From an optimization exercise on the open Yosys and OpenROAD flow, aimed at small area, a short achievable clock period and few clock cycles; shortcuts taken in it are not production practice.
At most, simulation tests tie the RTL to the original design; equivalence was not proved.
Function not checked in runs 1 to 4: the RTL went through the layout flow alone.
Power is estimated from default activity; no workload was simulated.

$ cat config.mk
export PLATFORM = sky130hd
export DESIGN_NAME = radix_conversion_to_ascii
export DESIGN_NICKNAME = radix_conversion_to_ascii
export VERILOG_FILES = /design/flow/design.v
export SDC_FILE = /design/flow/constraint.sdc
export NUM_CORES = 4
export LEC_CHECK = 0
export ABC_AREA = 1
export CAP_MARGIN = 60
export CORE_MARGIN = 2
export CORE_UTILIZATION = 40
export CTS_BUF_LIST = sky130_fd_sc_hd__clkbuf_4 sky130_fd_sc_hd__clkbuf_8
export SLEW_MARGIN = 60
$ cat constraint.sdc
create_clock -name core_clock -period 12.0 [get_ports {clk}]
set_input_delay 2.4000 -clock core_clock [delete_from_list [all_inputs] [get_ports {clk}]]
set_output_delay 2.4000 -clock core_clock [all_outputs]
set_load 0.01 [all_outputs]
$ cat design.v
package rca_pkg;
	typedef struct packed {
		logic [31:0] int_part;
		logic [31:0] frac_part;
	} rca_in_t;
	typedef struct packed {
		logic [6:0] ascii_char;
		logic       last;
	} rca_out_t;
	typedef struct packed {
		logic [4:0] radix;
		logic       int_zero;
	} rca_job_ctl_t;
	localparam logic [4:0] RADIX_RESET = 5'd10;
	localparam logic [4:0] RADIX_MIN   = 5'd2;
	localparam logic [4:0] RADIX_MAX   = 5'd16;
	localparam logic [6:0] DOT_CHAR    = 7'h2E;
	localparam logic [6:0] ZERO_CHAR   = 7'h30;
	localparam logic [6:0] ALPHA_CHAR  = 7'h41;
	function automatic logic [6:0] digit_char(input logic [3:0] d);
		logic [6:0] c;
		if (d < 4'd10) begin
			c = ZERO_CHAR + 7'(d);
		end else begin
			c = ALPHA_CHAR + 7'(d - 4'd10);
		end
		digit_char = c;
	endfunction
endpackage
module radix_conversion_to_ascii #(
	parameter int INT_BITS       = 32,
	parameter int FRAC_BITS      = 32,
	parameter int FRAC_DIGITS    = 10,
	parameter int MAX_INT_DIGITS = 32
) (
	input  logic                clk,
	input  logic                arst_n,
	input  logic                cfg_we,
	input  logic [4:0]          cfg_wdata,
	input  logic                item_valid,
	output logic                item_ready,
	input  logic [63:0]         item_data,    
	output logic                char_valid,
	input  logic                char_ready,
	output logic [7:0]          char_data     
);
	localparam int NF = 14;    
	logic [3:0] rb_q;      
	logic       m10_q;     
	logic       ff16_q;    
	logic       ifast_q;   
	logic       ffast_q;   
	logic       sela_q;    
	logic       selb_q;    
	logic [4:0] cfg_b;
	assign cfg_b = (cfg_wdata[4:1] == 4'd0) ? 5'd2
		: (cfg_wdata[4] && cfg_wdata[3:0] != 4'd0) ? 5'd16 : cfg_wdata;
	always_ff @(posedge clk or negedge arst_n) begin
		if (!arst_n) begin
			rb_q   <= 4'd10;
			m10_q  <= 1'b1;
			ff16_q  <= 1'b0;
			ifast_q <= 1'b1;
			ffast_q <= 1'b1;
			sela_q <= 1'b1;
			selb_q <= 1'b1;
		end else if (cfg_we) begin
			rb_q   <= cfg_b[3:0];
			m10_q  <= (cfg_b == 5'd10);
			ff16_q  <= (cfg_b == 5'd16);
			ifast_q <= (cfg_b == 5'd16) || (cfg_b == 5'd10) || (cfg_b == 5'd8) || (cfg_b == 5'd4) || (cfg_b == 5'd2);
			ffast_q <= (cfg_b == 5'd16) || (cfg_b == 5'd10) || (cfg_b == 5'd8) || (cfg_b == 5'd2);
			sela_q <= (cfg_b == 5'd10) || (cfg_b == 5'd8);
			selb_q <= (cfg_b == 5'd10) || (cfg_b == 5'd2);
		end
	end
	logic       ifast, ffast, sub4;
	logic [3:0] gb;
	logic m8_q, m16_q, ff2_q, sub2_q, sub3_q;
	assign m8_q   = sela_q && !m10_q;
	assign ff2_q  = selb_q && !m10_q;
	assign m16_q  = ifast_q && !sela_q;
	assign sub2_q = (rb_q == 4'd4);
	assign sub3_q = (rb_q == 4'd3);
	assign sub4  = ff2_q;
	assign ifast = ifast_q;
	assign ffast = ffast_q;
	assign gb    = sub3_q ? 4'd9 : rb_q;
	function automatic logic [6:0] glyph(input logic [3:0] d);
		case (d)
			4'd0: glyph = 7'h30;  4'd1: glyph = 7'h31;  4'd2: glyph = 7'h32;  4'd3: glyph = 7'h33;
			4'd4: glyph = 7'h34;  4'd5: glyph = 7'h35;  4'd6: glyph = 7'h36;  4'd7: glyph = 7'h37;
			4'd8: glyph = 7'h38;  4'd9: glyph = 7'h39;  4'd10: glyph = 7'h41; 4'd11: glyph = 7'h42;
			4'd12: glyph = 7'h43; 4'd13: glyph = 7'h44; 4'd14: glyph = 7'h45; default: glyph = 7'h46;
		endcase
	endfunction
	function automatic logic [3:0] add3(input logic [3:0] d);
		add3[3] = d[3] | (d[2] & (d[1] | d[0]));
		add3[2] = (d[3] & d[0]) | (d[2] & !d[1] & !d[0]);
		add3[1] = (d[3] & !d[0]) | (!d[2] & d[1]) | (d[1] & d[0]);
		add3[0] = (d[3] & !d[0]) | (!d[3] & !d[2] & d[0]) | (d[2] & d[1] & !d[0]);
	endfunction
	function automatic logic [39:0] dstep(input logic [39:0] a, input logic bin);
		logic       c;
		logic [3:0] t;
		c = bin;
		for (int k = 0; k < 10; k++) begin
			t = add3(a[4*k +: 4]);
			dstep[4*k +: 4] = {t[2:0], c};
			c = t[3];
		end
	endfunction
	function automatic logic [7:0] bcd5(input logic [4:0] v);
		bcd5 = 8'h00;
		for (int n = 0; n < 32; n++) begin
			if (v == 5'(n)) bcd5 = {4'(n / 10), 4'(n % 10)};
		end
	endfunction
	function automatic logic [31:0] rev32(input logic [31:0] v);
		for (int n = 0; n < 32; n++) rev32[n] = v[31 - n];
	endfunction
	typedef enum logic [2:0] {C_FREE, C_RUN, C_FIN, C_FIN2, C_DONE, C_BUSY} cst_t;
	typedef enum logic [1:0] {O_IDLE, O_INT, O_DOT, O_FRAC} ost_t;
	cst_t            cst_q, cst_nx;
	ost_t            ost_q, ost_nx;
	logic [4*NF-1:0] acc_q;
	logic [3:0]      j_q;     
	logic [1:0]      sp_q;    
	logic [3:0]      ci_q;    
	logic [5:0]      bc_q;    
	logic [2:0]      ch_q;    
	logic [3:0]      fc_q;    
	logic [3:0]      r_q;     
	logic [31:0]     f_q;
	logic            sv_q;    
	logic            ir_q;
	logic            cv_q;    
	logic [7:0]      cd_q;
	logic            sk_q;    
	logic [7:0]      sd_q;
	logic            go;
	logic            accept;
	logic            int_go;
	logic [3:0]      fv;
	logic [1:0]      sp_start;
	logic [1:0]      sub_max;
	logic [3:0]      idig;
	logic [3:0]      fv3;
	logic            int_end;
	logic            int_fin;
	logic            conv_free;
	logic            start;
	logic            start_slow;
	logic            run_dd;
	logic            run_div;
	logic            iter_last;
	logic [2:0]      chunk_nx;
	logic [4*NF-1:0] acc_ld;
	logic [3:0]      top;
	logic            bc_end;
	logic [35:0]     op_a;
	logic [35:0]     op_b;
	logic [35:0]     sum;
	logic [5:0]      dv;
	logic            dq;
	logic [3:0]      dr;
	logic [4:0]      ms;
	logic            frac_emit;
	logic [3:0]      fdig;
	logic            emit;
	logic [7:0]      ec;
	logic            out_free;
	assign go         = !sk_q;
	assign accept     = ir_q;
	assign item_ready = ir_q;
	assign char_valid = cv_q;
	assign char_data  = cd_q;
	assign bc_end     = bc_q[5];
	assign int_go = (ost_q == O_INT) || (ost_q == O_IDLE && accept);
	always_comb begin
		fv = 4'd0;
		for (int k = 0; k < NF; k++) begin
			if (j_q == 4'(k)) fv = acc_q[4*k +: 4];
		end
	end
	always_comb begin
		sp_start = 2'd0;
		if (sub4) sp_start = fv[3] ? 2'd3 : fv[2] ? 2'd2 : fv[1] ? 2'd1 : 2'd0;
		else if (sub2_q) sp_start = {1'b0, fv[3:2] != 2'd0};
		else if (sub3_q) sp_start = {1'b0, fv[3] | fv[2] | (fv[1] & fv[0])};
	end
	assign sub_max = sub4 ? 2'd3 : (sub2_q || sub3_q) ? 2'd1 : 2'd0;
	always_comb begin
		case ({sp_q[0], fv})
			5'h00: fv3 = 4'd0; 5'h01: fv3 = 4'd1; 5'h02: fv3 = 4'd2;
			5'h03: fv3 = 4'd0; 5'h04: fv3 = 4'd1; 5'h05: fv3 = 4'd2;
			5'h06: fv3 = 4'd0; 5'h07: fv3 = 4'd1; 5'h08: fv3 = 4'd2;
			5'h10: fv3 = 4'd0; 5'h11: fv3 = 4'd0; 5'h12: fv3 = 4'd0;
			5'h13: fv3 = 4'd1; 5'h14: fv3 = 4'd1; 5'h15: fv3 = 4'd1;
			5'h16: fv3 = 4'd2; 5'h17: fv3 = 4'd2; 5'h18: fv3 = 4'd2;
			default: fv3 = 4'd0;
		endcase
	end
	always_comb begin
		if (sub4) idig = {3'b000, fv[sp_q]};
		else if (sub2_q) idig = sp_q[0] ? {2'b00, fv[3:2]} : {2'b00, fv[1:0]};
		else if (sub3_q) idig = fv3;
		else idig = fv;
	end
	assign int_end = (sp_q == 2'd0) && (j_q == 4'd0);
	assign int_fin = int_go && go && int_end;
	always_comb begin
		acc_ld = '0;
		if (m16_q) begin
			acc_ld[31:0] = item_data[63:32];
		end else if (m8_q) begin
			for (int k = 0; k < 11; k++) begin
				acc_ld[4*k +: 3] = 3'({1'b0, item_data[63:32]} >> (3*k));
			end
		end else begin
			acc_ld[7:0] = bcd5(item_data[63:59]);
		end
	end
	always_comb begin
		chunk_nx = 3'd0;
		for (int c = 1; c <= 9; c++) begin
			if (ci_q == 4'(c)) chunk_nx = item_data[61 - 3*c -: 3];
		end
	end
	always_comb begin
		top = 4'd0;
		for (int k = 1; k < NF; k++) begin
			if (acc_q[4*k +: 4] != 4'd0) top = 4'(k);
		end
	end
	assign run_dd    = (cst_q == C_RUN) && m10_q;
	assign run_div   = (cst_q == C_RUN) && !ifast && !bc_end;
	assign iter_last = m10_q ? (ci_q == 4'd10) : (bc_end && ci_q == 4'd13);
	assign conv_free  = !accept && (cst_q == C_FREE || (!sv_q && cst_q != C_BUSY));
	assign start_slow = !ifast && conv_free && (ost_q == O_IDLE);
	assign start      = ifast ? (conv_free || (cst_q == C_BUSY && int_fin)) : start_slow;
	assign op_a = sela_q ? {1'b0, f_q, 3'b000} : ff16_q ? {f_q, 4'b0000} : 36'd0;
	assign op_b = selb_q ? {3'b000, f_q, 1'b0} : 36'd0;
	assign sum  = op_a + op_b;
	assign dv = {1'b0, r_q, f_q[0]} - {2'b00, gb};
	assign dq = !dv[5];
	assign dr = dq ? dv[3:0] : {r_q[2:0], f_q[0]};
	assign ms = {1'b0, r_q} + (f_q[0] ? {1'b0, rb_q} : 5'd0);
	assign frac_emit = (ost_q == O_FRAC) && go && (ffast || bc_end);
	assign fdig      = ffast ? sum[35:32] : r_q;
	always_comb begin
		emit = 1'b0;
		ec   = {7'h2E, 1'b0};
		if (int_go && go) begin
			emit = 1'b1;
			ec   = {glyph(idig), 1'b0};
		end else if (ost_q == O_DOT && go) begin
			emit = 1'b1;
		end else if (frac_emit) begin
			emit = 1'b1;
			ec   = {glyph(fdig), fc_q == 4'd9};
		end
	end
	assign out_free = !cv_q || char_ready;
	always_comb begin
		cst_nx = cst_q;
		ost_nx = ost_q;
		case (cst_q)
			C_BUSY: if (int_fin) cst_nx = start ? (m10_q ? C_RUN : C_FIN) : C_FREE;
			default: begin
				if (start) cst_nx = (m10_q || !ifast) ? C_RUN : C_FIN;
				else if (cst_q == C_RUN && iter_last) cst_nx = C_FIN;
				else if (cst_q == C_FIN) cst_nx = (sub4 || sub2_q || sub3_q) ? C_FIN2 : C_DONE;
				else if (cst_q == C_FIN2) cst_nx = C_DONE;
				else if (cst_q == C_DONE && accept) cst_nx = int_fin ? C_FREE : C_BUSY;
			end
		endcase
		case (ost_q)
			O_IDLE: if (accept) ost_nx = int_fin ? O_DOT : O_INT;
			O_INT:  if (int_fin) ost_nx = O_DOT;
			O_DOT:  if (go) ost_nx = O_FRAC;
			O_FRAC: if (frac_emit && fc_q == 4'd9) ost_nx = O_IDLE;
			default: ost_nx = O_IDLE;
		endcase
	end
	always_ff @(posedge clk or negedge arst_n) begin
		if (!arst_n) begin
			cst_q <= C_FREE;
			ost_q <= O_IDLE;
			cv_q  <= 1'b0;
			sk_q  <= 1'b0;
			ir_q  <= 1'b0;
			sv_q  <= 1'b0;
		end else begin
			cst_q <= cst_nx;
			ost_q <= ost_nx;
			ir_q  <= (cst_nx == C_DONE) && (ost_nx == O_IDLE) && sv_q;
			if (start) sv_q <= item_valid;
			if (out_free) begin
				cv_q <= sk_q || emit;
				sk_q <= 1'b0;
			end else if (emit) begin
				sk_q <= 1'b1;
			end
		end
	end
	always_ff @(posedge clk) begin
		if (emit) begin
			sd_q <= ec;
		end
		if (out_free) begin
			if (sk_q) begin
				cd_q <= sd_q;
			end else if (emit) begin
				cd_q <= ec;
			end
		end
		if (start) begin
			acc_q <= acc_ld;
			ch_q  <= item_data[58:56];
			ci_q  <= m10_q ? 4'd2 : 4'd0;
		end else if (run_dd) begin
			acc_q[39:0] <= dstep(dstep(dstep(acc_q[39:0], ch_q[2]), ch_q[1]), ch_q[0]);
			ch_q  <= chunk_nx;
			ci_q  <= ci_q + 4'd1;
		end else if (cst_q == C_RUN && !ifast && bc_end) begin
			acc_q <= {r_q, acc_q[4*NF-1:4]};
			ci_q  <= ci_q + 4'd1;
		end
		if (cst_q == C_FIN) begin
			j_q  <= top;
			sp_q <= 2'd0;
		end else if (cst_q == C_FIN2) begin
			sp_q <= sp_start;
		end else if (int_go && go) begin
			if (sp_q != 2'd0) begin
				sp_q <= sp_q - 2'd1;
			end else if (j_q != 4'd0) begin
				j_q  <= j_q - 4'd1;
				sp_q <= sub_max;
			end
		end
		if (start_slow || (ost_q == O_DOT && go) || frac_emit || (cst_q == C_RUN && !ifast && bc_end)) begin
			bc_q <= 6'd0;
			r_q  <= 4'd0;
		end else if (run_div) begin
			r_q  <= dr;
			bc_q <= bc_q + 6'd1;
		end else if (ost_q == O_FRAC && !ffast && !bc_end) begin
			r_q  <= ms[4:1];
			bc_q <= bc_q + 6'd1;
		end
		if (ost_q == O_FRAC && ffast && go) begin
			f_q <= sum[31:0];
		end else if (accept) begin
			f_q <= item_data[31:0];
		end else if (start_slow) begin
			f_q <= rev32(item_data[63:32]);
		end else if (run_div || (ost_q == O_FRAC && !ffast && !bc_end)) begin
			f_q <= {run_div ? dq : ms[0], f_q[31:1]};
		end
		if (ost_q == O_DOT && go) begin
			fc_q <= 4'd0;
		end else if (frac_emit) begin
			fc_q <= fc_q + 4'd1;
		end
	end
endmodule
$ cat flow/run.sh
#!/bin/bash
# Standard layout, with the timing repair aiming well past the required slack
# and plain buffers on the ports.
set -euo pipefail
bash standard.sh SETUP_SLACK_MARGIN=8.5 "BUFFER_PORTS_ARGS=-buffer_cell sky130_fd_sc_hd__buf_1" finish > standard.log 2>&1
$ cat standard.sh
#!/bin/bash
# synth_recipe.tcl (not shown) runs the flow's synth.tcl, then flattens the netlist and writes it again
# the make line also repeats each setting of config.mk as NAME=value (left out here)
make -C /OpenROAD-flow-scripts/flow DESIGN_CONFIG=/design/flow/config.mk WORK_HOME=/design/flow/orfs CLKGATE_MAP_FILE= SYNTH_SCRIPT=/design/flow/synth_recipe.tcl "${@:-finish}"
==> impl_metrics.json, run 1 <==
{
  "rsz0062_at_grt": "true",
  "htreeDepth": 4,
  "grt_max_degree": 43,
  "core_region_area_um2": 33500,
  "hold_path_class": "reg2reg",
  "drc": 0,
  "end_kind": "flip-flop",
  "fin_crit_ps": 3670,
  "fin_skew_ps": 24.3,
  "drive_gt1_share_pct": 15.1,
  "seq_area_frac_synth_pct": 30.1,
  "yosysUniqueCellTypes": 66,
  "topRoutingLayerUsed": "met4",
  "hold_viol_final": 0,
  "drt-met1-wl_um": 20600,
  "ios": 84,
  "drt_iter0_drc": 1221,
  "nets": 2339,
  "grt_antenna_before_repair": 0,
  "cp_data_arrival_time_ps": 3910,
  "tns_ps": 0,
  "start_kind": "flip-flop",
  "drtAntennaViolNets": 0,
  "power_mw": 4.83,
  "fin_crit_sh_pct": 30.6,
  "synth_ff_type": "edfxtp_1",
  "syn_to_final_growth_pct": 18.9,
  "clock-root-buffer": "clkbuf_8",
  "cts_tree": "done",
  "fin_hold_ws_ps": 465,
  "globalRouteOverflowTotal": 0,
  "die_width_um": 189,
  "netlist_instances": 2072,
  "antennaDiodeCount": 0,
  "ys.warnings.count": 1,
  "die-area_um2": 35600,
  "avgRoutedWirePerCell_um": 17.7,
  "num_vias": 14800,
  "routed_via_density": 5.55,
  "wl_met2_um": 21900,
  "leakage_nw": 7.20,
  "firstDrtPassIters": 5,
  "dp_hpwl_um": 34700,
  "syn_nets": 2206,
  "clkLatencyLatePin_ps": 500,
  "holdBufCountCts": 0,
  "numCtsBuffers": 17,
  "fp.dieH_um": 189,
  "mostFrequentLayoutCells": "nand2_1, inv_1, o21ai_0, nor2_1, a21oi_1",
  "fillCellCount": 3468,
  "setup_viol": 0,
  "grt_pass1_wl_um": 73700,
  "slew_headroom_pct": 63.8,
  "path_max_fanout": 8,
  "power_density_nw_per_um2": 297,
  "wl_met3_um": 3500,
  "cts_sinks": 150,
  "clockBufferDepth": 2,
  "syn_area_um2": 13600,
  "avgSynthCellArea_um2": 6.59,
  "tightest_slew_ps": 537,
  "stdcell_area_um2": 16200,
  "synth_edf_count": 100,
  "required_ps": 12240,
  "clk_pin_slew_worst_paths_ps": 90,
  "final_common_cell": "nand2_1",
  "rows": 67,
  "cap_viol_max_count": 0,
  "critPathKind": "reg2reg",
  "first_global_vias": 14000,
  "async_flop_share_pct": 12.7,
  "drt_wl_total_um": 47300,
  "ys_ff_latch": 150,
  "status": "complete, no violations",
  "grtUsageTotal_pct": 26.1,
  "gpl.final_weighted_congestion": 1.04,
  "placed_cell_area_um2": 14500,
  "portBuffers": 83,
  "vdd_drop_max_v": 0.000104,
  "slew_violations": 0,
  "start_util_pct": 40.7,
  "timing.fmax_mhz": 273
}
metal layers:
layer | global-route usage, % | vias to the layer above
met1 | 34.7 | 6933
met3 | 5.12 | 95
met5 | 0 | -
li1 | - | 7218
met4 | 6.58 | 0
met2 | 43.4 | 551
cell type report:
class | instances | area (um^2) | area share [%]
clock inverter | 13 | 121 | 0.748
multi-input combinational | 1480 | 8630 | 53.2
tap | 448 | 561 | 3.45
sequential | 150 | 4120 | 25.4
timing repair inverter | 1 | 6.26 | 0.0386
clock buffer | 19 | 255 | 1.57
timing repair buffer | 162 | 1020 | 6.28
inverter | 393 | 1520 | 9.36
critical path: stages, from the launching register on:
cell,delay [ps]
dfstp_2,620
inv_8,80
nand2_8,90
buf_4,160
o22ai_1,80
ha_1,410
a21oi_2,190
inv_1,110
nor2_1,150
o221ai_1,160
a211oi_2,360
nand2_2,100
nand2_2,60
nand3_2,80
nand2_2,90
inv_2,50
ha_4,210
nand2_2,60
nand3_2,60
nand2_2,60
a21boi_4,170
nand3_1,80
cells by family (layout without fill, tap and decap cells):
group | Yosys count | after routing | synth area share, %
AOI/OAI and AO/OA | 552 | 552 | 24.1
xor gates and xnor gates | 13 | 13 | 0.834
adders and majority gates | 60 | 60 | 5.67
buffers and inverters | 444 | 588 | 12.5
DFF | 150 | 150 | 30.1
muxes | 1 | 1 | 0.0825
and+or+nand+nor | 852 | 854 | 26.7
worst paths after layout:
check / from / to / slack [ps] / cells after the start
min in group asynchronous: arst_n / cv_q / 1870 / 2
max in group asynchronous: arst_n / rb_q[1] / 9850 / 2
worst min register to register: bc_q[4] / bc_q[4] / 470 / 2
worst max-delay path: sela_q / cd_q[1] / 8330 / 21
worst min-delay path: bc_q[4] / bc_q[4] / 470 / 2
worst max register to register: sela_q / cd_q[1] / 8330 / 21
flip-flops by register name, indices dropped and copies added (netlist names), 3 cells and up:
register,cells
rb_q,4
fc_q,4
f_q,32
sd_q,8
ci_q,4
cst_q,3
acc_q,56
r_q,4
ch_q,3
bc_q,6
j_q,4
cd_q,8
power by group:
part           internal (mW)  switching (mW)  total (mW)  leakage [nW]
combinational           1.12            2.17        3.29          5.58
clock                  0.174           0.231       0.405         0.182
sequential             0.932           0.197        1.13          1.44
cell usage after synthesis, types with 12 or more instances:
library cell | n | area [um^2]
nand2_1 | 492 | 1850
a31oi_1 | 16 | 100
clkbuf_1 | 40 | 150
nand2_2 | 13 | 81.3
a21oi_1 | 130 | 651
o211ai_1 | 47 | 353
o22ai_1 | 56 | 350
inv_1 | 378 | 1420
nand3_1 | 84 | 420
dfxtp_1 | 31 | 621
ha_1 | 57 | 713
dfrtp_1 | 12 | 300
nand4_1 | 18 | 113
nor4_1 | 13 | 81.3
edfxtp_1 | 100 | 3000
nor2_1 | 170 | 638
nor3_1 | 20 | 100
o21ai_0 | 194 | 971
o221ai_1 | 21 | 184
inv_2 | 13 | 48.8
a22oi_1 | 17 | 128
metrics by stage:
| stage | util (%) | instances | setup WS [ps] |
|---|---|---|---|
| after CTS | 46.2 | 2638 | 8320 |
| after global placement | 43.0 | 2563 | 7400 |
| final | 48.4 | 2666 | 8330 |
| after global routing | 48.4 | 2666 | 8100 |
| after floorplan | - | 2072 | 8430 |
| after detailed placement | 43.3 | 2564 | 7680 |
timing repair:
item / 4_1_cts / 5_1_grt
gates cloned: 3 / 0
setup buffers: 39 / 27
gates resized for setup: 70 / 123
endpoints found under the setup margin: 50 / 65
pin swaps: 33 / 80
==> inputs of run 2 (changes only) <==
==> flow/run.sh (replaced) <==
#!/bin/bash
# Standard layout, with the timing repair aiming well past the required slack
# and plain buffers on the ports.
set -euo pipefail
bash standard.sh SETUP_SLACK_MARGIN=8.0 "BUFFER_PORTS_ARGS=-buffer_cell sky130_fd_sc_hd__buf_1" finish > standard.log 2>&1
--- a/config.mk
+++ b/config.mk
@@ -9,5 +9,4 @@
 export CAP_MARGIN = 60
 export CORE_MARGIN = 2
 export CORE_UTILIZATION = 40
-export CTS_BUF_LIST = sky130_fd_sc_hd__clkbuf_4 sky130_fd_sc_hd__clkbuf_8
 export SLEW_MARGIN = 60
==> run 2 against run 1 <==
Effect of this change:
- still clean on timing, DRC and antenna
- clock-buffer cell count is 2 lower
- global-route usage decreased by 0.90 points
- via count decreased by 1.3%
- cell area decreased by 3.4%
- register-to-register slack lost 120 ps
- critical path type unchanged
- largest power group unchanged
- highest routed layer unchanged
==> impl_metrics.json, run 2 <==
{
  "fin_crit_ps": 3790,
  "firstDrtPassIters": 5,
  "vdd_drop_max_v": 0.000140,
  "leakage_nw": 7.05,
  "drt_wl_total_um": 46300,
  "syn_area_um2": 13600,
  "status": "complete, no violations",
  "yosysTopAreaCellShare_pct": 22.0,
  "nets": 2310,
  "crit_buf_inv": 7,
  "clock-root-buffer": "clkbuf_16",
  "cp_data_arrival_time_ps": 4000,
  "placed_cell_area_um2": 14500,
  "ios": 84,
  "synth_area_leaders": "edfxtp_1, nand2_1, inv_1, o21ai_0, ha_1",
  "routed_via_density": 5.54,
  "synthTopCellsByCount": "nand2_1, inv_1, o21ai_0",
  "crit_chain": "inv_2 > ha_4 > buf_4 > nand2_1 > nor3_2 > nand2_1 > nor2_1 > or2_1 > nand2_1 > buf_4 > inv_4 > nor2_4 > buf_8 > buf_8 > inv_2 > a21oi_1 > a221o_1",
  "final_common_cell": "nand2_1",
  "holdBufCountCts": 0,
  "ys.warnings.count": 1,
  "die-area_um2": 35600,
  "globalRouteOverflowTotal": 0,
  "power_mw": 4.77,
  "fin_crit_sh_pct": 31.6,
  "numCtsBuffers": 17,
  "crit_family": "buffers and inverters",
  "ys_ff_latch": 150,
  "yosysTopAreaCell": "edfxtp_1",
  "clkLatencyLatePin_ps": 450,
  "first_global_vias": 13400,
  "mostFrequentLayoutCells": "nand2_1, inv_1, o21ai_0, nor2_1, a21oi_1",
  "slew_headroom_pct": 65.0,
  "syn_to_final_growth_pct": 14.9,
  "clk_pin_slew_worst_paths_ps": 70,
  "rsz0062_at_grt": "true",
  "yosysUniqueCellTypes": 66,
  "cap_viol_max_count": 0,
  "antennaDiodeCount": 0,
  "path_max_fanout": 29,
  "end_kind": "flip-flop",
  "htreeDepth": 4,
  "synth_edf_count": 100,
  "timing.fmax_mhz": 264,
  "num_vias": 14600,
  "hold_viol_final": 0,
  "max_stage_delay_ps": 460,
  "setup_ws_ps": 8210,
  "drt_iter0_drc": 1294,
  "syn_nets": 2206,
  "setup_viol": 0,
  "drtAntennaViolNets": 0,
  "grtUsageTotal_pct": 25.2,
  "critPathKind": "reg2reg",
  "avgRoutedWirePerCell_um": 17.6,
  "cp_common_cell": "nand2_1",
  "slew_violations": 0,
  "start_kind": "flip-flop",
  "async_flop_share_pct": 12.7,
  "fin_skew_ps": 16.1,
  "avgSynthCellArea_um2": 6.59,
  "cts_sinks": 150,
  "start_util_pct": 40.7,
  "tns_ps": 0,
  "seq_area_frac_synth_pct": 30.1,
  "hold_path_class": "reg2reg",
  "yosysMostFrequentCell": "nand2_1",
  "gpl.final_weighted_congestion": 0.990,
  "cts_tree": "done",
  "netlist_instances": 2072,
  "largestRegisters": "acc_q x56, f_q x32",
  "top_register": "acc_q",
  "fillCellCount": 3454,
  "power_density_nw_per_um2": 304,
  "fin_util_pct": 46.8,
  "required_ps": 12210,
  "largest_reg_flops": 56,
  "die_width_um": 189,
  "dp_hpwl_um": 34800,
  "drc": 0,
  "grt_pass1_wl_um": 70900,
  "grt_max_degree": 43,
  "cp_slowest_cell": "edfxtp_1",
  "clockBufferDepth": 2,
  "drive_gt1_share_pct": 10.1,
  "tightest_slew_ps": 520,
  "fp.dieH_um": 189,
  "regArea_um2": 4110,
  "core_region_area_um2": 33500,
  "multi_input_area_um2": 8170,
  "grt_antenna_before_repair": 0,
  "rows": 67,
  "synth_ff_type": "edfxtp_1",
  "place_ws_ps": 7140,
  "portBuffers": 83,
  "stdcell_area_um2": 15700
}
run 2: cells by family after synthesis:
kind of cell / after synthesis / synth area share, %
simple gates: 852 / 26.7
compound gates: 552 / 24.1
buf+inv: 444 / 12.5
flops: 150 / 30.1
fa+ha+maj: 60 / 5.67
xor+xnor: 13 / 0.834
mux: 1 / 0.0825
run 2: where the power goes:
part	internal, mW	switching [mW]
sequential	0.933	0.196
clock	0.291	0.256
combinational	1.01	2.09
run 2: worst paths after layout:
| kind | startpoint | end | slack [ps] | cells after the start |
|---|---|---|---|---|
| worst max-delay path | j_q[0] | acc_q[7] | 8210 | 17 |
| worst min-delay path | bc_q[4] | bc_q[4] | 460 | 2 |
| worst max register to register | j_q[0] | acc_q[7] | 8210 | 17 |
| worst min register to register | bc_q[4] | bc_q[4] | 460 | 2 |
| max in group asynchronous | arst_n | m10_q | 9800 | 2 |
| min in group asynchronous | arst_n | cv_q | 1910 | 2 |
run 2: stage by stage:
step | hold WS (ps) | cells
after floorplan | 438 | 2072
after global placement | 450 | 2562
after detailed placement | 462 | 2565
after CTS | 473 | 2604
after global routing | 501 | 2637
final | 465 | 2637
run 2: worst reg2reg max path: cells and delay by family (launching register included):
kind,cells,cell delay (ps)
DFF,1,460
buffers and inverters,7,1380
AOI/OAI and AO/OA,2,400
and+or+nand+nor,7,1120
adders and majority gates,1,180
run 2: what timing repair did:
item,in CTS,in global routing
resized for setup,12,67
setup endpoints to repair,23,21
pin swaps,2,28
cloned,1,1
setup buffers,6,30
run 2: area by class of cell:
cell class,instances,area share (%)
clock buffer,17,2.71
tap,448,3.57
inverter,393,9.60
sequential,150,26.2
timing repair buffer,134,4.79
multi-input combinational,1479,52.1
clock inverter,15,0.933
timing repair inverter,1,0.0558
run 2: per-layer routing:
layer / wire [um] / global-route usage [%] / vias to the layer above
met5: 0 / 0 / -
met4: 1240 / 8.41 / 0
met3: 3280 / 3.56 / 89
met2: 21200 / 41.1 / 530
met1: 20600 / 34.3 / 6809
li1: - / - / 7174
==> inputs of run 3 (changes only) <==
==> flow/run.sh (replaced) <==
#!/bin/bash
# Standard layout, with the timing repair aiming well past the required slack
# and plain buffers on the ports.
set -euo pipefail
bash standard.sh SETUP_SLACK_MARGIN=9.0 "BUFFER_PORTS_ARGS=-buffer_cell sky130_fd_sc_hd__buf_1" finish > standard.log 2>&1
==> run 3 against run 2 <==
Effect of this change:
- routed wire length increased by 7.8%
- flip-flop and latch count unchanged
- register-to-register slack improved by 80 ps
- worst hold slack got worse by 0.76 ps
- critical path type unchanged
- largest cell class unchanged
==> impl_metrics.json, run 3 <==
{
  "fin_crit_sh_pct": 30.9,
  "antennaDiodeCount": 0,
  "clkLatencyLatePin_ps": 460,
  "cap_viol_max_count": 0,
  "seq_area_frac_synth_pct": 30.1,
  "yosysTopAreaCellShare_pct": 22.0,
  "r2r_slack_ps": 8290,
  "first_global_vias": 14500,
  "ios": 84,
  "endpoint": "cd_q[2]",
  "critPathKind": "reg2reg",
  "drt_iter0_drc": 1248,
  "synth_ff_type": "edfxtp_1",
  "syn_to_final_growth_pct": 30.3,
  "dp_hpwl_um": 35000,
  "yosysTopAreaCell": "edfxtp_1",
  "synth_edf_count": 100,
  "p_int_mw": 2.52,
  "required_ps": 12200,
  "start_kind": "flip-flop",
  "place_ws_ps": 7700,
  "fp.dieH_um": 189,
  "fin_skew_ps": 15.4,
  "cp_data_arrival_time_ps": 3920,
  "setup_viol": 0,
  "timing.fmax_mhz": 269,
  "leakage_nw": 7.96,
  "p_sw_mw": 2.76,
  "p_sw_share_pct": 52.3,
  "top_register": "acc_q",
  "rows": 67,
  "mostFrequentLayoutCells": "nand2_1, inv_1, nor2_1, o21ai_0, buf_4",
  "gpl.final_weighted_congestion": 0.962,
  "cp-startpoint": "sela_q",
  "firstDrtPassIters": 6,
  "drc": 0,
  "numCtsBuffers": 17,
  "pwr-share-comb_pct": 67.7,
  "avgRoutedWirePerCell_um": 18.2,
  "drt_wl_total_um": 49900,
  "synthTopCellsByCount": "nand2_1, inv_1, o21ai_0",
  "ys_ff_latch": 150,
  "slew_violations": 0,
  "die-area_um2": 35600,
  "grt_pass1_wl_um": 75700,
  "rsz0062_at_grt": "true",
  "yosysMostFrequentCell": "nand2_1",
  "drtAntennaViolNets": 0,
  "htreeDepth": 4,
  "globalRouteOverflowTotal": 0,
  "power_mw": 5.28,
  "synth_area_leaders": "edfxtp_1, nand2_1, inv_1, o21ai_0, ha_1",
  "avgSynthCellArea_um2": 6.59,
  "yosysUniqueCellTypes": 66,
  "power_density_nw_per_um2": 297,
  "setup_ws_ps": 8290,
  "grt_antenna_before_repair": 0,
  "status": "complete, no violations",
  "clock-root-buffer": "clkbuf_16",
  "largestRegisters": "acc_q x56, f_q x32",
  "pwr-share-seq_pct": 21.5,
  "routed_via_density": 5.61,
  "largest_reg_flops": 56,
  "end_kind": "flip-flop",
  "pwr-share-clk_pct": 10.8,
  "nets": 2406,
  "portBuffers": 83,
  "r2r_cells": 26,
  "holdBufCountCts": 0,
  "die_width_um": 189,
  "ys.warnings.count": 1,
  "fillCellCount": 3268,
  "start_util_pct": 40.7,
  "tns_ps": 0,
  "grt_max_degree": 43,
  "cts_tree": "done",
  "netlist_instances": 2072,
  "grtUsageTotal_pct": 27.0,
  "tightest_slew_ps": 586,
  "hold_path_class": "reg2reg",
  "clk_pin_slew_worst_paths_ps": 70,
  "clockBufferDepth": 2,
  "vdd_drop_max_v": 0.000103,
  "path_max_fanout": 5,
  "syn_nets": 2206,
  "regToRegStartpoint": "sela_q",
  "final_common_cell": "nand2_1",
  "slew_headroom_pct": 60.6,
  "r2r_end": "cd_q[2]",
  "async_flop_share_pct": 12.7,
  "drive_gt1_share_pct": 22.9,
  "syn_area_um2": 13600,
  "cts_sinks": 150,
  "core_region_area_um2": 33500,
  "hold_viol_final": 0,
  "num_vias": 15300,
  "fin_crit_ps": 3710
}
[run 3: cell counts after synthesis]
No cell type changed its count.
[run 3: worst min-delay path by stage]
stage,slack [ps],from,endpoint,depth (start not counted)
after floorplan,440,bc_q[4],bc_q[4],2
after global placement,450,bc_q[4],bc_q[4],2
after detailed placement,450,bc_q[4],bc_q[4],2
after CTS,470,bc_q[4],bc_q[4],2
after global routing,510,bc_q[0],bc_q[0],2
final,460,bc_q[4],bc_q[4],2
[run 3: cells by family (layout without fill, tap and decap cells)]
kind of cell	after synthesis	after routing	synth area share [%]
simple gates	852	854	26.7
compound gates	552	552	24.1
buf+inv	444	655	12.5
flops	150	150	30.1
fa+ha+maj	60	60	5.67
xor+xnor	13	13	0.834
mux	1	1	0.0825
[run 3: per-layer routing]
metal | up-vias | wire length (um) | GRT usage [%]
met4 | 0 | 1500 | 10.9
met2 | 640 | 23500 | 44.9
li1 | 7372 | - | -
met5 | - | 0 | 0
met3 | 98 | 3860 | 3.59
met1 | 7211 | 21000 | 35.4
[run 3: area by class of cell]
cell class	count	area, um^2	share of cell area (%)
Sequential cell	150	4120	23.1
Timing Repair Buffer	226	1750	9.85
Clock inverter	15	168	0.943
Clock buffer	17	425	2.39
Inverter	393	1560	8.78
Tap cell	448	561	3.15
Multi-Input combinational cell	1480	9160	51.5
Timing Repair inverter	4	36.3	0.204
[run 3: power groups by stage]
stage	combinational (mW)	sequential [mW]	clock, mW
floorplan	2.16	1.08	0
global placement	2.76	1.14	0
detailed placement	2.85	1.14	0
CTS	3.24	1.13	0.570
global route	3.95	1.17	0.591
finish	3.57	1.14	0.571
[run 3: critical path, stage by stage, from the launching register on]
cell and delay [ps]:
dfstp_2 640, inv_8 80, nand2_8 100, o22ai_4 80, fa_2 360, nand2_2 80
nand2_2 70, nand2_4 90, nand2_4 70, a21oi_4 170, o21ai_2 100, a21boi_2 190
o21ai_2 90, nand3_1 80, nand2_2 100, nand3_2 100, nand2_1 60, nand2_1 70
nand3_2 80, nand2_2 110, inv_2 50, ha_4 260, nand2_1 50, o211ai_1 90
o211ai_1 120, nand2_1 110, nor2_1 40
[run 3: what timing repair did]
item / CTS / global route
gates resized for setup: 229 / 184
buffers inserted: 89 / 42
gates cloned: 6 / 0
setup endpoints to repair: 133 / 163
pin swaps: 103 / 108
[run 3: stage by stage]
stage / cells / area [um^2] / util [%] / hold slack [ps]
3_3_place_gp: 2562 / 14500 / 43.3 / 447
4_1_cts: 2691 / 16700 / 49.8 / 466
2_1_floorplan: 2072 / 13900 / - / 438
6_report: 2733 / 17800 / 53.0 / 464
5_1_grt: 2733 / 17800 / 53.0 / 508
3_5_place_dp: 2564 / 14600 / 43.6 / 454
==> inputs of run 4 (changes only) <==
--- a/design.v
+++ b/design.v
@@ -136,8 +136,6 @@
 	logic            ir_q;
 	logic            cv_q;    
 	logic [7:0]      cd_q;
-	logic            sk_q;    
-	logic [7:0]      sd_q;
 	logic            go;
 	logic            accept;
 	logic            int_go;
@@ -170,7 +168,7 @@
 	logic            emit;
 	logic [7:0]      ec;
 	logic            out_free;
-	assign go         = !sk_q;
+	assign go         = !cv_q || char_ready;
 	assign accept     = ir_q;
 	assign item_ready = ir_q;
 	assign char_valid = cv_q;
@@ -288,7 +286,6 @@
 			cst_q <= C_FREE;
 			ost_q <= O_IDLE;
 			cv_q  <= 1'b0;
-			sk_q  <= 1'b0;
 			ir_q  <= 1'b0;
 			sv_q  <= 1'b0;
 		end else begin
@@ -297,23 +294,13 @@
 			ir_q  <= (cst_nx == C_DONE) && (ost_nx == O_IDLE) && sv_q;
 			if (start) sv_q <= item_valid;
 			if (out_free) begin
-				cv_q <= sk_q || emit;
-				sk_q <= 1'b0;
-			end else if (emit) begin
-				sk_q <= 1'b1;
+				cv_q <= emit;
 			end
 		end
 	end
 	always_ff @(posedge clk) begin
 		if (emit) begin
-			sd_q <= ec;
-		end
-		if (out_free) begin
-			if (sk_q) begin
-				cd_q <= sd_q;
-			end else if (emit) begin
-				cd_q <= ec;
-			end
+			cd_q <= ec;
 		end
 		if (start) begin
 			acc_q <= acc_ld;
==> flow/run.sh (replaced) <==
#!/bin/bash
# Standard layout, with the timing repair aiming well past the required slack
# and plain buffers on the ports.
set -euo pipefail
bash standard.sh SETUP_SLACK_MARGIN=8.5 "BUFFER_PORTS_ARGS=-buffer_cell sky130_fd_sc_hd__buf_1" finish > standard.log 2>&1
==> run 4 against run 3 <==
Effect of this change:
- combinational power shrank 71%
- clock skew shrank 3.5 ps
- synthesized cell count shrank 2.3%
- total power shrank 55%
- worst hold slack lost 4.2 ps
- cell count shrank 0.77%
- largest cell class unchanged
- critical path depth shrank 3
- via count is essentially flat
- clock-buffer cell count grew 4
- clock power shrank 6.0%
- highest routed layer unchanged
==> impl_metrics.json, run 4 <==
{
  "min_path_cells": 1,
  "leakage_nw": 7.82,
  "gr-usage-met2_pct": 47.7,
  "slew_violations": 0,
  "setup_ws_ps": 8180,
  "firstDrtPassIters": 7,
  "yosysUniqueCellTypes": 59,
  "ys_ff_latch": 141,
  "timing.fmax_mhz": 262,
  "drt_iter0_drc": 1529,
  "gpl.final_weighted_congestion": 0.915,
  "syn_area_um2": 13100,
  "drt_wl_total_um": 50600,
  "cts_tree": "done",
  "cts_sinks": 141,
  "setup_viol": 0,
  "numCtsBuffers": 17,
  "yosysTopAreaCell": "edfxtp_1",
  "regToRegStartpoint": "sela_q",
  "yosysTopAreaCellShare_pct": 21.1,
  "drc": 0,
  "end_kind": "flip-flop",
  "netlist_instances": 2025,
  "mostFrequentLayoutCells": "nand2_1, inv_1, nor2_1, o21ai_0, a21oi_1",
  "portBuffers": 83,
  "syn_nets": 2159,
  "final_common_cell": "nand2_1",
  "async_flop_share_pct": 12.8,
  "place_ws_ps": 6890,
  "path_max_fanout": 6,
  "drtAntennaViolNets": 0,
  "die-area_um2": 34200,
  "power_density_nw_per_um2": 137,
  "nets": 2388,
  "r2r_cells": 23,
  "fillCellCount": 3135,
  "fp.dieH_um": 185,
  "required_ps": 12190,
  "status": "complete, no violations",
  "critPathKind": "reg2reg",
  "ios": 84,
  "grtUsageTotal_pct": 28.1,
  "slew_headroom_pct": 56.6,
  "syn_to_final_growth_pct": 33.8,
  "die_width_um": 185,
  "largest_reg_flops": 56,
  "seq_area_frac_synth_pct": 29.4,
  "clk_pin_slew_worst_paths_ps": 60,
  "core_region_area_um2": 32400,
  "holdBufCountCts": 0,
  "cp_data_arrival_time_ps": 4010,
  "synth_area_leaders": "edfxtp_1, nand2_1, inv_1, o21ai_0, a21oi_1",
  "synth_edf_count": 92,
  "first_global_vias": 14100,
  "hold_viol_final": 0,
  "htreeDepth": 4,
  "fin_crit_ps": 3820,
  "globalRouteOverflowTotal": 0,
  "grt_max_degree": 32,
  "synthTopCellsByCount": "nand2_1, inv_1, nor2_1",
  "start_kind": "flip-flop",
  "grt.met3_usage_pct": 4.17,
  "grt_use_met1_pct": 35.4,
  "vdd_drop_max_v": 0.0000941,
  "regArea_um2": 3850,
  "clockBufferDepth": 2,
  "fin_skew_ps": 12.0,
  "tightest_slew_ps": 648,
  "cap_viol_max_count": 0,
  "tns_ps": 0,
  "num_vias": 15300,
  "fin_util_pct": 54.1,
  "largestRegisters": "acc_q x56, f_q x32, cd_q x8",
  "clock-root-buffer": "clkbuf_16",
  "grt_antenna_before_repair": 3,
  "rsz0062_at_grt": "true",
  "start_util_pct": 40.4,
  "avgRoutedWirePerCell_um": 18.7,
  "drive_gt1_share_pct": 21.0,
  "fin_crit_sh_pct": 31.8,
  "clkLatencyLatePin_ps": 450,
  "busiest_layer": "met2",
  "hold_path_class": "reg2reg",
  "multi_input_area_um2": 9100,
  "hp-start": "fc_q[3]",
  "dp_hpwl_um": 33900,
  "yosysMostFrequentCell": "nand2_1",
  "avgSynthCellArea_um2": 6.46,
  "rows": 66,
  "grt_pass1_wl_um": 74700,
  "routed_via_density": 5.65,
  "top_register": "acc_q",
  "synth_ff_type": "edfxtp_1",
  "cp-startpoint": "sela_q",
  "ys.warnings.count": 1
}
## run 4: routing by layer
metal  part of all wire [%]  up-vias  wire (um)
met5                      0        -          0
met4                    5.0        0       2540
met3                    7.7      179       3910
met2                     47      691      24000
met1                     40     7123      20200
li1                       -     7327          -
## run 4: critical path, cell delays in order (launching register included)
cell and delay [ps]:
dfstp_2 610, inv_8 70, buf_4 150, o22ai_4 190, fa_2 250, nand2_2 90, buf_4 150, buf_4 130
buf_4 120, buf_4 140, buf_4 140, buf_4 130, buf_4 120, buf_4 130, buf_4 130, buf_4 130
buf_4 120, buf_4 120, buf_4 120, buf_4 120, buf_4 130, buf_4 120, nand3_2 70, o211ai_1 80
## run 4: metrics by stage
stage | instances | cell area (um^2) | hold WS [ps] | power [mW]
detailed placement | 2513 | 14000 | 449 | 1.63
global placement | 2511 | 13900 | 447 | 1.61
global route | 2712 | 17500 | 475 | 2.54
floorplan | 2025 | 13300 | 423 | 1.39
finish | 2712 | 17500 | 460 | 2.39
CTS | 2659 | 16300 | 457 | 2.27
## run 4: kinds of logic (layout without fill, tap and decap cells)
| family | count (synthesis) | after routing | synth area share, % |
|---|---|---|---|
| DFF | 141 | 141 | 29.4 |
| and+or+nand+nor | 850 | 859 | 27.0 |
| AOI/OAI and AO/OA | 549 | 549 | 24.9 |
| xor gates and xnor gates | 13 | 13 | 0.870 |
| other | 0 | 3 | 0 |
| buffers and inverters | 412 | 645 | 11.9 |
| adders and majority gates | 60 | 60 | 5.91 |
## run 4: cell type report
| cell class | instances | area share (%) |
|---|---|---|
| repair inverters | 5 | 0.264 |
| flip-flops and latches | 141 | 22.0 |
| multi-input cells | 1481 | 52.0 |
| diodes | 3 | 0.0429 |
| inverters | 365 | 8.32 |
| clock inverters | 11 | 0.679 |
| repair buffers | 243 | 11.0 |
| clock buffers | 21 | 2.57 |
| well taps | 442 | 3.16 |
## run 4: what timing repair did
| item | in CTS | in global routing |
|---|---|---|
| buffers inserted | 100 | 47 |
| setup endpoints to repair | 177 | 123 |
| gates cloned | 14 | 3 |
| resized for setup | 163 | 176 |
| pin swaps | 76 | 69 |
## run 4: path summary, 6_finish.rpt
path	to	slack (ps)
worst max-delay path	f_q[5]	8180
worst min-delay path	fc_q[3]	460
worst max register to register	f_q[5]	8180
worst min register to register	fc_q[3]	460
max in group asynchronous	ir_q	9750
min in group asynchronous	rb_q[2]	1900
## run 4: power by group
group	leakage [nW]	internal, mW	switching [mW]
clock network	0.271	0.310	0.227
logic	6.23	0.402	0.647
registers	1.32	0.693	0.114
total	7.82	1.41	0.988
==> inputs of run 5 (changes only) <==
--- a/design.v
+++ b/design.v
@@ -136,6 +136,8 @@
 	logic            ir_q;
 	logic            cv_q;    
 	logic [7:0]      cd_q;
+	logic            sk_q;    
+	logic [7:0]      sd_q;
 	logic            go;
 	logic            accept;
 	logic            int_go;
@@ -165,10 +167,11 @@
 	logic [4:0]      ms;
 	logic            frac_emit;
 	logic [3:0]      fdig;
+	logic [3:0]      fd_q;    
 	logic            emit;
 	logic [7:0]      ec;
 	logic            out_free;
-	assign go         = !cv_q || char_ready;
+	assign go         = !sk_q;
 	assign accept     = ir_q;
 	assign item_ready = ir_q;
 	assign char_valid = cv_q;
@@ -237,15 +240,15 @@
 	assign conv_free  = !accept && (cst_q == C_FREE || (!sv_q && cst_q != C_BUSY));
 	assign start_slow = !ifast && conv_free && (ost_q == O_IDLE);
 	assign start      = ifast ? (conv_free || (cst_q == C_BUSY && int_fin)) : start_slow;
-	assign op_a = sela_q ? {1'b0, f_q, 3'b000} : ff16_q ? {f_q, 4'b0000} : 36'd0;
-	assign op_b = selb_q ? {3'b000, f_q, 1'b0} : 36'd0;
-	assign sum  = op_a + op_b;
+	assign op_a = {1'b0, f_q, 3'b000} + {3'b000, f_q, 1'b0};
+	assign op_b = ff16_q ? {f_q, 4'b0000} : sela_q ? {1'b0, f_q, 3'b000} : {3'b000, f_q, 1'b0};
+	assign sum  = m10_q ? op_a : op_b;
 	assign dv = {1'b0, r_q, f_q[0]} - {2'b00, gb};
 	assign dq = !dv[5];
 	assign dr = dq ? dv[3:0] : {r_q[2:0], f_q[0]};
 	assign ms = {1'b0, r_q} + (f_q[0] ? {1'b0, rb_q} : 5'd0);
 	assign frac_emit = (ost_q == O_FRAC) && go && (ffast || bc_end);
-	assign fdig      = ffast ? sum[35:32] : r_q;
+	assign fdig      = ffast ? fd_q : r_q;
 	always_comb begin
 		emit = 1'b0;
 		ec   = {7'h2E, 1'b0};
@@ -286,6 +289,7 @@
 			cst_q <= C_FREE;
 			ost_q <= O_IDLE;
 			cv_q  <= 1'b0;
+			sk_q  <= 1'b0;
 			ir_q  <= 1'b0;
 			sv_q  <= 1'b0;
 		end else begin
@@ -294,13 +298,23 @@
 			ir_q  <= (cst_nx == C_DONE) && (ost_nx == O_IDLE) && sv_q;
 			if (start) sv_q <= item_valid;
 			if (out_free) begin
-				cv_q <= emit;
+				cv_q <= sk_q || emit;
+				sk_q <= 1'b0;
+			end else if (emit) begin
+				sk_q <= 1'b1;
 			end
 		end
 	end
 	always_ff @(posedge clk) begin
 		if (emit) begin
-			cd_q <= ec;
+			sd_q <= ec;
+		end
+		if (out_free) begin
+			if (sk_q) begin
+				cd_q <= sd_q;
+			end else if (emit) begin
+				cd_q <= ec;
+			end
 		end
 		if (start) begin
 			acc_q <= acc_ld;
@@ -337,8 +351,9 @@
 			r_q  <= ms[4:1];
 			bc_q <= bc_q + 6'd1;
 		end
-		if (ost_q == O_FRAC && ffast && go) begin
-			f_q <= sum[31:0];
+		if ((ost_q == O_DOT || ost_q == O_FRAC) && ffast && go) begin
+			f_q  <= sum[31:0];
+			fd_q <= sum[35:32];
 		end else if (accept) begin
 			f_q <= item_data[31:0];
 		end else if (start_slow) begin
==> run 5 against run 4 <==
Effect of this change:
- register-to-register slack better by 250 ps
- global-route usage down 2.3 points
- combinational power rose to 3.0 times the previous value
- flip-flop and latch count up 13
- clock-buffer cell count down 3
- worst hold slack better by 6.7 ps
- cell area down 8.8%
- largest cell class unchanged
- largest power group unchanged
==> impl_metrics.json, run 5 <==
{
  "pwr-share-comb_pct": 65.0,
  "cp_common_cell": "nand2_1",
  "max_stage_delay_ps": 490,
  "power_mw": 4.87,
  "cap_viol_max_count": 0,
  "synth_area_leaders": "edfxtp_1, nand2_1, inv_1, o21ai_0, a21oi_1",
  "htreeDepth": 4,
  "tightest_slew_ps": 573,
  "wl_met2_um": 22000,
  "slew_violations": 0,
  "clock-root-buffer": "clkbuf_16",
  "r2r_cells": 31,
  "cts_sinks": 154,
  "antennaDiodeCount": 0,
  "pwr-share-seq_pct": 23.6,
  "syn_to_final_growth_pct": 16.4,
  "synth_mux_area_share_pct": 0,
  "wl_met3_um": 3430,
  "seq_area_frac_synth_pct": 30.8,
  "fin_skew_ps": 16.4,
  "synth_edf_count": 104,
  "critPathKind": "reg2reg",
  "cp_slowest_cell": "edfxtp_1",
  "p_int_mw": 2.34,
  "synth_ff_type": "edfxtp_1",
  "drt-met1-wl_um": 20100,
  "ios": 84,
  "fillCellCount": 3414,
  "syn_nets": 2191,
  "rsz0062_at_grt": "true",
  "synthSimpleGateAreaFrac_pct": 24.1,
  "first_global_vias": 14100,
  "stdcell_count": 2628,
  "dp_hpwl_um": 34400,
  "cp_data_arrival_time_ps": 3760,
  "slew_headroom_pct": 61.6,
  "num_vias": 14900,
  "firstDrtPassIters": 6,
  "synthTopCellsByCount": "nand2_1, inv_1, nor2_1, o21ai_0, a21oi_1",
  "hold_path_class": "reg2reg",
  "rows": 67,
  "pwr-share-clk_pct": 11.5,
  "place_ws_ps": 7740,
  "avgSynthCellArea_um2": 6.67,
  "core_region_area_um2": 33600,
  "power_density_nw_per_um2": 305,
  "hold_viol_final": 0,
  "largest_reg_flops": 56,
  "p_sw_mw": 2.53,
  "portBuffers": 83,
  "clk_pin_slew_worst_paths_ps": 80,
  "grt_antenna_before_repair": 0,
  "yosysMostFrequentCell": "nand2_1",
  "grt_max_degree": 43,
  "end_kind": "flip-flop",
  "required_ps": 12190,
  "drt_wl_total_um": 46500,
  "async_flop_share_pct": 12.3,
  "multi_input_area_um2": 8260,
  "vdd_drop_max_v": 0.000124,
  "status": "complete, no violations",
  "drc": 0,
  "stdcell_area_um2": 16000,
  "die_width_um": 189,
  "synth_compound_area_share_pct": 25.9,
  "globalRouteOverflowTotal": 0,
  "leakage_nw": 6.92,
  "drtAntennaViolNets": 0,
  "clockBufferDepth": 2,
  "setup_ws_ps": 8430,
  "ys_ff_latch": 154,
  "yosys.area_share.adder_pct": 5.64,
  "regArea_um2": 4240,
  "die-area_um2": 35800,
  "path_max_fanout": 5,
  "tns_ps": 0,
  "routed_via_density": 5.69,
  "fp.dieH_um": 189,
  "placed_cell_area_um2": 14600,
  "r2r_slack_ps": 8430,
  "cts_tree": "done",
  "synth_top_family_by_area": "compound AO/OA/AOI/OAI gates",
  "gpl.final_weighted_congestion": 0.923,
  "grt_pass1_wl_um": 73400,
  "drt_iter0_drc": 1276,
  "fin_crit_sh_pct": 29.8,
  "mostFrequentLayoutCells": "nand2_1, inv_1, nor2_1, o21ai_0, a21oi_1",
  "fin_crit_ps": 3570,
  "avgRoutedWirePerCell_um": 17.7,
  "nets": 2301,
  "start_util_pct": 40.8,
  "ys.warnings.count": 1,
  "yosysUniqueCellTypes": 59,
  "timing.fmax_mhz": 280,
  "top_register": "acc_q",
  "yosysTopAreaCellShare_pct": 22.8,
  "numCtsBuffers": 17,
  "synthXorXnorAreaFrac_pct": 1.47,
  "clkLatencyLatePin_ps": 450,
  "min_path_cells": 2,
  "p_sw_share_pct": 52.0,
  "netlist_instances": 2057,
  "yosysTopAreaCell": "edfxtp_1",
  "drive_gt1_share_pct": 11.3,
  "dp.cells": 2546,
  "start_kind": "flip-flop",
  "final_common_cell": "nand2_1",
  "syn_area_um2": 13700,
  "setup_viol": 0,
  "topRoutingLayerUsed": "met4",
  "largestRegisters": "acc_q x56, f_q x32",
  "grtUsageTotal_pct": 25.8
}
-- run 5: changes by cell type after synthesis, sizes merged, moves of 7 or more --
cell / change
a21oi: +7
a22oi: +10
clkbuf: +7
edfxtp: +12
inv: +16
nand2: -67
nor2: +8
o21ai: +9
o221ai: +27
o22ai: -17
xor2: +8
-- run 5: metal layers --
layer,vias to the layer above,GRT usage (%)
met5,-,0
met4,0,7.57
met3,73,3.76
met2,592,43.4
met1,7051,34.3
li1,7226,-
-- run 5: logic make-up after synthesis --
logic type	count (synthesis)
xor gates and xnor gates	23
adders and majority gates	60
buffers and inverters	437
AOI/OAI and AO/OA	586
and+or+nand+nor	797
DFF	154
-- run 5: per-stage QoR --
stage	hold slack, ps	utilization (%)
4_1_cts	467	46.1
3_3_place_gp	455	43.1
3_5_place_dp	454	43.3
2_1_floorplan	438	-
6_report	466	47.5
5_1_grt	496	47.5
-- run 5: final cells by class --
type | count | share of cell area [%]
Clock buffer | 18 | 2.69
Clock inverter | 14 | 0.917
Inverter | 380 | 9.16
Multi-Input combinational cell | 1466 | 51.7
Sequential cell | 154 | 26.5
Tap cell | 448 | 3.51
Timing Repair Buffer | 148 | 5.47
-- run 5: path summary, 6_finish.rpt --
kind	end	from
worst max-delay path	cd_q[2]	j_q[0]
worst min-delay path	bc_q[4]	bc_q[4]
worst max register to register	cd_q[2]	j_q[0]
worst min register to register	bc_q[4]	bc_q[4]
max in group asynchronous	ffast_q	arst_n
min in group asynchronous	rb_q[0]	arst_n
-- run 5: repair_timing --
item,4_1_cts,5_1_grt
gates resized for setup,53,90
buffers inserted,27,23
hold buffers,0,0
setup endpoints to repair,92,51
pin swaps,14,44
-- run 5: critical path: cells and delay by family (launching register included) --
family,cells,cell delay (ps)
flops,1,490
fa+ha+maj,3,640
compound gates,2,250
buf+inv,3,300
simple gates,23,1580
-- run 5: power by group through the flow --
stage               logic, mW  registers, mW  clock network (mW)
floorplan                2.22           1.08                   0
global placement         2.82           1.15                   0
detailed placement       2.89           1.15                   0
CTS                      2.98           1.14               0.560
global route             3.57           1.18               0.584
finish                   3.17           1.15               0.559
Testbench counts of run 5, summed over its fixed seeds: cycles 55,027.
==> inputs of run 6 (changes only) <==
==> flow/run.sh (replaced) <==
#!/bin/bash
# Standard layout, with the timing repair aiming well past the required slack
# and plain buffers on the ports.
set -euo pipefail
bash standard.sh SETUP_SLACK_MARGIN=8.0 "BUFFER_PORTS_ARGS=-buffer_cell sky130_fd_sc_hd__buf_1" finish > standard.log 2>&1
==> run 6 against run 5 <==
Effect of this change:
- still clean on timing, DRC and antenna
- synthesized cell count did not move
- clock skew fell by 0.72 ps
- clock power shrank 6.6%
- flip-flop and latch count is the same
- critical endpoint is now acc_q[4]
==> impl_metrics.json, run 6 <==
{
  "status": "complete, no violations",
  "drc": 0,
  "slew_violations": 0,
  "seq_area_frac_synth_pct": 30.8,
  "vdd_drop_max_v": 0.000137,
  "die-area_um2": 35800,
  "fin_crit_sh_pct": 31.3,
  "cp_slowest_cell": "buf_1",
  "start_util_pct": 40.8,
  "rows": 67,
  "place_ws_ps": 7840,
  "drt-met1-wl_um": 19500,
  "stdcell_count": 2591,
  "min_path_cells": 2,
  "syn_nets": 2191,
  "firstDrtPassIters": 8,
  "synth_edf_count": 104,
  "tightest_slew_ps": 554,
  "avgSynthCellArea_um2": 6.67,
  "power_density_nw_per_um2": 304,
  "regToRegStartpoint": "j_q[0]",
  "async_flop_share_pct": 12.3,
  "yosys.area_share.adder_pct": 5.64,
  "first_global_vias": 14100,
  "hold_viol_final": 0,
  "clkLatencyLatePin_ps": 450,
  "synthSimpleGateAreaFrac_pct": 24.1,
  "fin_util_pct": 45.6,
  "fin_skew_ps": 15.7,
  "tns_ps": 0,
  "core_region_area_um2": 33600,
  "crit_chain": "buf_1 > nor2_1 > nand3_1 > o31ai_1 > a311oi_1 > nand3_1 > o22ai_1 > nor3_1 > a21oi_1 > o211ai_1",
  "required_ps": 12190,
  "clockBufferDepth": 2,
  "top_register": "acc_q",
  "synthXorXnorAreaFrac_pct": 1.47,
  "fin_hold_ws_ps": 464,
  "topRoutingLayerUsed": "met4",
  "cp_data_arrival_time_ps": 3940,
  "largestRegisters": "acc_q x56, f_q x32",
  "cts_tree": "done",
  "largest_reg_flops": 56,
  "path_max_fanout": 7,
  "grt_antenna_before_repair": 2,
  "netlist_instances": 2057,
  "die_width_um": 189,
  "slew_headroom_pct": 62.7,
  "setup_viol": 0,
  "synthTopCellsByCount": "nand2_1, inv_1, nor2_1, o21ai_0, a21oi_1",
  "synth_ff_type": "edfxtp_1",
  "crit_buf_inv": 1,
  "rsz0062_at_grt": "false",
  "r2r_cells": 31,
  "routed_via_density": 5.69,
  "ys_ff_latch": 154,
  "drt_wl_total_um": 45500,
  "cap_viol_max_count": 0,
  "synth_mux_area_share_pct": 0,
  "drt_iter0_drc": 1372,
  "yosysTopAreaCell": "edfxtp_1",
  "start_kind": "input port",
  "portBuffers": 83,
  "wl_met2_um": 21200,
  "critPathKind": "in2reg",
  "crit_family": "compound AO/OA/AOI/OAI gates",
  "timing.fmax_mhz": 267,
  "nets": 2262,
  "stdcell_area_um2": 15300,
  "hold_end": "bc_q[4]",
  "synth_compound_area_share_pct": 25.9,
  "gpl.final_weighted_congestion": 0.924,
  "mostFrequentLayoutCells": "nand2_1, inv_1, o21ai_0, nor2_1, a21oi_1",
  "syn_to_final_growth_pct": 11.6,
  "fin_crit_ps": 3750,
  "dp_hpwl_um": 34500,
  "numCtsBuffers": 17,
  "grtUsageTotal_pct": 25.3,
  "placed_cell_area_um2": 14600,
  "globalRouteOverflowTotal": 0,
  "final_common_cell": "nand2_1",
  "drive_gt1_share_pct": 6.68,
  "num_vias": 14700,
  "syn_area_um2": 13700,
  "leakage_nw": 6.63,
  "grt_max_degree": 43,
  "yosysMostFrequentCell": "nand2_1",
  "max_stage_delay_ps": 380,
  "grt_pass1_wl_um": 72200,
  "synth_top_family_by_area": "compound AO/OA/AOI/OAI gates",
  "power_mw": 4.65,
  "wl_met3_um": 3790,
  "ys.warnings.count": 1,
  "hp-start": "bc_q[4]",
  "r2r_slack_ps": 8280,
  "dp.cells": 2547,
  "clk_pin_slew_worst_paths_ps": 70,
  "yosysUniqueCellTypes": 59,
  "ios": 84,
  "clock-root-buffer": "clkbuf_16",
  "r2r_end": "cd_q[2]",
  "critical_path_depth": 10,
  "hold_path_class": "reg2reg",
  "cts_sinks": 154,
  "end_kind": "flip-flop",
  "drtAntennaViolNets": 0,
  "synth_area_leaders": "edfxtp_1, nand2_1, inv_1, o21ai_0, a21oi_1",
  "htreeDepth": 4,
  "setup_ws_ps": 8250,
  "cp_common_cell": "nand3_1",
  "fp.dieH_um": 189,
  "yosysTopAreaCellShare_pct": 22.8,
  "avgRoutedWirePerCell_um": 17.6
}
[run 6: cell counts after synthesis]
Identical to the previous run, type by type.
[run 6: logic make-up after synthesis]
kind of cell | Yosys count
DFF | 154
buffers and inverters | 437
xor gates and xnor gates | 23
AOI/OAI and AO/OA | 586
and+or+nand+nor | 797
adders and majority gates | 60
[run 6: metal layers]
metal  vias to the layer above  global-route usage (%)
met3                        88                    4.54
met1                      6911                    33.1
met4                         0                    8.65
li1                       7142                       -
met2                       600                    42.0
met5                         -                       0
[run 6: how the worst max path moves through the flow]
stage	start	end	slack, ps
floorplan	item_data[63]	acc_q[4]	8270
global route	j_q[0]	cd_q[2]	8000
finish	item_data[61]	acc_q[4]	8250
CTS	j_q[0]	acc_q[13]	8030
detailed placement	item_data[61]	acc_q[4]	7840
global placement	item_data[61]	acc_q[4]	7880
[run 6: layout make-up]
cell class / count / area (um^2)
multi-input cells: 1466 / 8030
fillers: 3470 / 18300
clock inverters: 14 / 113
diodes: 2 / 5.00
flip-flops and latches: 154 / 4230
repair buffers: 109 / 507
inverters: 380 / 1440
clock buffers: 18 / 429
well taps: 448 / 561
[run 6: what timing repair did]
| item | 4_1_cts | 5_1_grt |
|---|---|---|
| cloned | 0 | 0 |
| buffers inserted | 0 | 10 |
| hold buffers | 0 | 0 |
| resized for setup | 1 | 25 |
| setup endpoints to repair | 7 | 25 |
| pin swaps | 0 | 6 |
[run 6: worst min-delay path, cell delays in order, from the launching register on]
cell,delay [ps]
dfxtp_1,310
inv_1,60
a21oi_1,50
[run 6: report_power, final]
group          internal, mW  switching [mW]
Clock                 0.269           0.253
Combinational          1.00            1.97
Sequential            0.918           0.237
Total                  2.19            2.46

[re-timing with driven ports]
The results above use ideal ports. As a check the final layouts listed here were re-extracted and re-timed, cells and wires unchanged. Step 1 sets driving cells, clkbuf_16 on the clock port and buf_2 on the other inputs (assumed; they add their load-dependent delay and slew). Step 2 also shifts input and output timing later by t, the mid clock arrival at the registers, as if the neighbouring blocks saw the same clock. Slacks: no drivers / after step 1 / after step 2; pairs: no drivers / after step 1.
| run | t, ns | slack for setup (ns) | hold slack, ns | latest minus earliest clock arrival (ns) | worst slew at a driven data input, ns |
|---|---|---|---|---|---|
| run 1 | 0.536 | 8.333 / 8.333 / 8.041 | 0.465 / 0.465 / 0.465 | 0.024 / 0.025 | 0.03 |
| run 2 | 0.498 | 8.210 / 8.210 / 7.779 | 0.465 / 0.465 / 0.465 | 0.016 / 0.016 | 0.08 |
| run 3 | 0.502 | 8.287 / 8.287 / 8.172 | 0.464 / 0.464 / 0.464 | 0.016 / 0.017 | 0.11 |
| run 4 | 0.489 | 8.183 / 8.183 / 7.731 | 0.460 / 0.460 / 0.460 | 0.012 / 0.012 | 0.10 |
| run 5 | 0.491 | 8.430 / 8.430 / 8.097 | 0.466 / 0.466 / 0.466 | 0.017 / 0.016 | 0.08 |
| run 6 | 0.497 | 8.249 / 8.245 / 7.748 | 0.464 / 0.464 / 0.464 | 0.017 / 0.016 | 0.08 |
After both steps every run listed still meets setup and hold. For run 6, which loses most, drivers alone change the setup slack by -0.004 ns; drivers and shift together by -0.501 ns.
